Context: an optimization exercise on an open-source flow, tuned for small area, a short achievable clock period and few clock cycles per item. The choices shown serve that exercise and are no tape-out recipe. Only simulation tests tie the RTL to the original design; equivalence was not proved. Power and IR drop assume default switching activity.

== v25 ==
Design dac_waveform_sequencer, start of the top module:
module dac_waveform_sequencer #(
  parameter int TABLE_DEPTH     = 20,
  parameter int SHORT_DEPTH     = 10,
  parameter int SEQUENCE_LENGTH = 6
) (
  input  logic                              clk_i,
  input  logic                              rst_ni,
  input  logic                              in_valid_i,
  output logic                              in_stall_o,
  input  logic [1:0]                        opcode_i,
  input  logic [1:0]                        table_select_i,
  input  logic [4:0]                        sample_index_i,
  input  logic [dws_pkg::SAMPLE_W-1:0]      sample_value_i,
  input  logic [dws_pkg::SEG_LIST_W-1:0]    segment_list_i,
  output logic                              out_valid_o,
  input  logic                              out_stall_i,
  output logic [dws_pkg::SAMPLE_W-1:0]      dac_value_o,
  output logic                              busy_res_o,
  output logic                              sequence_done_o,
  output logic                              refused_o,
  input  logic                              cfg_valid_i,
  output logic                              cfg_ready_o,
  input  logic [dws_pkg::CFG_INDEX_W-1:0]   cfg_index_i,
  input  logic [dws_pkg::CFG_DATA_W-1:0]    cfg_data_i
);
Size: ~2200 cells after synthesis, ~790 flip-flops, about 33000 µm² of cells after synthesis.
clock: 6.5 ns
lec_check: 0
abc_clock_period_in_ps: 2300
cap_margin: 20
core_margin: 2
core_utilization: 60
place_density: 0.68
setup_slack_margin: 4.2
slew_margin: 20
run.sh (not shown) runs the stock make flow with config.mk's settings and CLKGATE_MAP_FILE= SYNTH_SCRIPT=/design/flow/synth_recipe.tcl, a recipe that flattens the netlist after the stock synthesis.
Testbench counts of v25, summed over its fixed seeds: cycles 110,850, items 110,722.
Edits applied to the flow inputs when going from v25 to v56:
# v25
export LEC_CHECK = 0
export ABC_CLOCK_PERIOD_IN_PS = 2300
export CAP_MARGIN = 20
export CORE_MARGIN = 2
export CORE_UTILIZATION = 60
export PLACE_DENSITY = 0.68
export SETUP_SLACK_MARGIN = 4.2
export SLEW_MARGIN = 20
create_clock -name core_clock -period 6.5 [get_ports {clk_i}]
# v56
export LEC_CHECK = 0
export ABC_CLOCK_PERIOD_IN_PS = 2500
export CAP_MARGIN = 20
export CORE_MARGIN = 2
export CORE_UTILIZATION = 60
export PLACE_DENSITY = 0.68
export SETUP_SLACK_MARGIN = 3.95
export SLEW_MARGIN = 20
create_clock -name core_clock -period 6.5 [get_ports {clk_i}]
==> summary.txt <==
Diff v25..v56 | multi-input gate share of the layout cell area | negligible
Leakage power for v56: 1.0 nW down relative to v25
Diff v25 -> v56: hold slack shrank by 0.0063 ns; area of all placed cells without fillers shrank by 2100 µm².
From v56 to v25, synthesized area did not move at all.
Diff v25 -> v56: setup slack lower; non-clock buffer count lower.
v25 was routed with more vias than v56.
v56 against v25: filler cell count in the final layout saw an increase, largest incremental delay on the critical path saw a decrease.
What v49 does differently from v56 at the input level:
# v56
export LEC_CHECK = 0
export ABC_CLOCK_PERIOD_IN_PS = 2500
export CAP_MARGIN = 20
export CORE_MARGIN = 2
export CORE_UTILIZATION = 60
export PLACE_DENSITY = 0.68
export SETUP_SLACK_MARGIN = 3.95
export SLEW_MARGIN = 20
create_clock -name core_clock -period 6.5 [get_ports {clk_i}]
# v49
export LEC_CHECK = 0
export ABC_CLOCK_PERIOD_IN_PS = 2500
export CAP_MARGIN = 20
export CORE_MARGIN = 2
export CORE_UTILIZATION = 60
export CTS_CLUSTER_DIAMETER = 60
export CTS_CLUSTER_SIZE = 24
export PLACE_DENSITY = 0.68
export SETUP_SLACK_MARGIN = 4.1
export SLEW_MARGIN = 20
create_clock -name core_clock -period 6.5 [get_ports {clk_i}]
### Flow results
- v49 ended up with a222oi_1 as its cell with the biggest individual delay on the critical path; v56 ended up with edfxtp_1.
- v49 against v56: final non-filler cell area flat, fraction of layout cells with a size suffix above 1 picked up an extra 3.6 points, register clock-pin slew on the reported worst setup and hold paths climbed 0.03 ns.
- Diff v56 -> v49: cell depth of the worst flop-to-flop path lost 1, routed wire length picked up an extra about 4.3%, setup-violating endpoint count in the final report neither gained nor lost much.
- Against v56, v49 comes in 516 higher on via count.
- When v49 is set beside v56, its fmax turns out to be 3.9% smaller.
- Sort v56 and v49 by setup clock skew after layout, ascending, and v56 comes first.
- Run comparison: v56 worst setup path endpoint u_ctrl.rdn_q[0]$_DFFE_PP_; v49 worst setup path endpoint u_ctrl.rdn_q[3]$_DFFE_PP_
- Summary: with v56 as the reference, power in v49 moved down by a few percent.
- Compared with v56, v49 shows a sequential fraction of design power that is 3.2 points higher.

========
dac_waveform_sequencer again, from the RTL that the note above started with.
make LEC_CHECK=0 ABC_CLOCK_PERIOD_IN_PS=2500 CAP_MARGIN=20 CORE_MARGIN=2 CORE_UTILIZATION=60 CTS_CLUSTER_DIAMETER=80 CTS_CLUSTER_SIZE=20 PLACE_DENSITY=0.68 SETUP_SLACK_MARGIN=4.1 SLEW_MARGIN=20 finish   # period 6.5 ns
Testbench counts at the start, summed over its fixed seeds: cycles 110,850, items 110,722.
Next try:
ABC_CLOCK_PERIOD_IN_PS = 2300   (was 2500)
CORE_UTILIZATION = 40   (was 60)
CTS_CLUSTER_DIAMETER = unset   (was 80)
CTS_CLUSTER_SIZE = unset   (was 20)
PLACE_DENSITY = unset   (was 0.68)
SETUP_SLACK_MARGIN = 4.2   (was 4.1)
Outcome: The new run went through all stages and came out clean; design area goes up by 6.1%; cell count increases by 15%; synthesized area does not change; routed wire length increases by 3.8%; sequential power hardly moves; register-to-register slack barely changes; hold slack gains 0.0040 ns; count of clock-buffer cells in the layout goes up by 40; global-route usage went down by 10 points; non-clock buffer count went up by 9; core utilization went down by 21 points.

========
== job 101 ==
dac_waveform_sequencer, a different RTL version from the one above (not shown whole).
Size: ~2,200 cells after synthesis, about 790 flip-flops, about 72 I/O pins, about 33,000 um2 of cells after synthesis.
Design dac_waveform_sequencer, start of the top module:
module dac_waveform_sequencer #(
  parameter int TABLE_DEPTH     = 20,
  parameter int SHORT_DEPTH     = 10,
  parameter int SEQUENCE_LENGTH = 6
) (
  input  logic                              clk_i,
  input  logic                              rst_ni,
  input  logic                              in_valid_i,
  output logic                              in_stall_o,
  input  logic [1:0]                        opcode_i,
  input  logic [1:0]                        table_select_i,
  input  logic [4:0]                        sample_index_i,
  input  logic [dws_pkg::SAMPLE_W-1:0]      sample_value_i,
  input  logic [dws_pkg::SEG_LIST_W-1:0]    segment_list_i,
  output logic                              out_valid_o,
  input  logic                              out_stall_i,
  output logic [dws_pkg::SAMPLE_W-1:0]      dac_value_o,
  output logic                              busy_res_o,
  output logic                              sequence_done_o,
  output logic                              refused_o,
  input  logic                              cfg_valid_i,
  output logic                              cfg_ready_o,
  input  logic [dws_pkg::CFG_INDEX_W-1:0]   cfg_index_i,
  input  logic [dws_pkg::CFG_DATA_W-1:0]    cfg_data_i
);
Settings: LEC_CHECK=0, ABC_CLOCK_PERIOD_IN_PS=2500, CAP_MARGIN=20, CORE_MARGIN=2, CORE_UTILIZATION=60, CTS_CLUSTER_DIAMETER=80, CTS_CLUSTER_SIZE=20, PLACE_DENSITY=0.68, SETUP_SLACK_MARGIN=4.0, SLEW_MARGIN=20; clock period 6.5 ns.
The flow did not stop early for job 101: all stages ran, and the layout cleared the timing, DRC and antenna checks.
Testbench counts of job 101, summed over its fixed seeds: cycles 110,850, items 110,722.
Here is what was changed in the inputs of job 102 compared with job 101.
Settings: PLACE_DENSITY changed from 0.68 to 0.78; SETUP_SLACK_MARGIN changed from 4.0 to 4.1; CORE_UTILIZATION changed from 60 to 70.
Notes after the runs:
- Job 101 → job 102: number of vias per cell went up by 6.8%, power after layout saw an increase, worst path setup slack after routing higher.
- Tapcell count is lower on job 102
- Re count of clock-buffer cells in the layout: job 101 and job 102 aren't equal, and the higher value belongs to job 101.
What job 103 does differently from job 102 at the input level:
Settings: a change of CORE_UTILIZATION from 70 to 60; a change of PLACE_DENSITY from 0.78 to 0.68.
Job 102 has lower non-filler instance count after layout than job 103. The more densely filled core belongs to job 102, not job 103. In job 103, the cell depth of the worst flop-to-flop path came out 1 above the value in job 102. Sort job 103 and job 102 by hold slack, ascending, and job 102 comes first. Post-route worst setup slack of job 102 is on par with job 103. Diff job 102..job 103 | total power of the final layout | negligible. Relative to job 102, the global-route usage of job 103 is lower by 5.2 points. The share of the clock period used by the worst path after layout of job 103 and that of job 102 are within noise of each other.
The inputs of job 104 differ from those of job 103 as listed below.
Settings: CTS_CLUSTER_SIZE changed from 20 to 24; CTS_CLUSTER_DIAMETER changed from 80 to 60.
Results
On global-route wire length before repair, job 103 and job 104 are neck and neck. Sort job 103 and job 104 by sequential share of power desc -> top: job 103. Job 104 ends up with a non-clock buffer count that is about 4.7% higher than in job 103. Job 104: overall power of the completed layout higher than job 103. Comparing job 103 and job 104, the higher detailed-routing iteration count for the pre-antenna-repair pass was measured on job 103. Power attributed to combinational cells: job 103 vs job 104, no meaningful difference. met4 as the top layer reached by signal wires was reported by job 103, and met5 by job 104. Job 104 -> job 103: non-clock buffer area fraction after layout flat. Total wire length after detailed routing deteriorates in job 104 relative to job 103.

-- port drivers added, routing unchanged --
In the flow no input, the clock included, has a driving cell. The finished layouts below were timed again as built, in two steps. Step 1 assumes that a clkbuf_16 drives the clock port and a buf_2 every other input. Step 2 moves the port delays by t, midway between the first and last clock arrival at a register: inputs arrive t later, outputs are due t later. That takes back most of the time a late clock gives input paths. Three values: ideal ports, drivers, drivers and shift; two values: the first two.
run | t, ns | slack for setup (ns) | hold slack, ns | worst setup path at the end
v25 | 0.704 | 3.945 / 3.945 / 3.561 | 0.477 / 0.477 / 0.477 | input to register
v56 | 0.683 | 3.939 / 3.932 / 3.302 | 0.471 / 0.471 / 0.471 | input to register
v49 | 0.675 | 3.834 / 3.834 / 3.481 | 0.463 / 0.463 / 0.463 | input to register
the first run of note 2 | 0.676 | 3.821 / 3.821 / 3.450 | 0.458 / 0.458 / 0.458 | input to register
the second run of note 2 | 0.707 | 3.811 / 3.811 / 3.570 | 0.462 / 0.462 / 0.462 | input to register
job 101 | 0.673 | 3.974 / 3.943 / 3.401 | 0.487 / 0.487 / 0.487 | input to register
job 102 | 0.667 | 4.002 / 3.941 / 3.403 | 0.462 / 0.462 / 0.462 | input to register
job 103 | 0.669 | 4.005 / 3.947 / 3.476 | 0.482 / 0.482 / 0.482 | input to register
job 104 | 0.680 | 3.994 / 3.930 / 3.444 | 0.475 / 0.475 / 0.475 | input to register
After both steps setup and hold are still met in every run listed. For v56, which loses most, drivers alone change the setup slack by -0.007 ns; drivers and shift together by -0.637 ns.
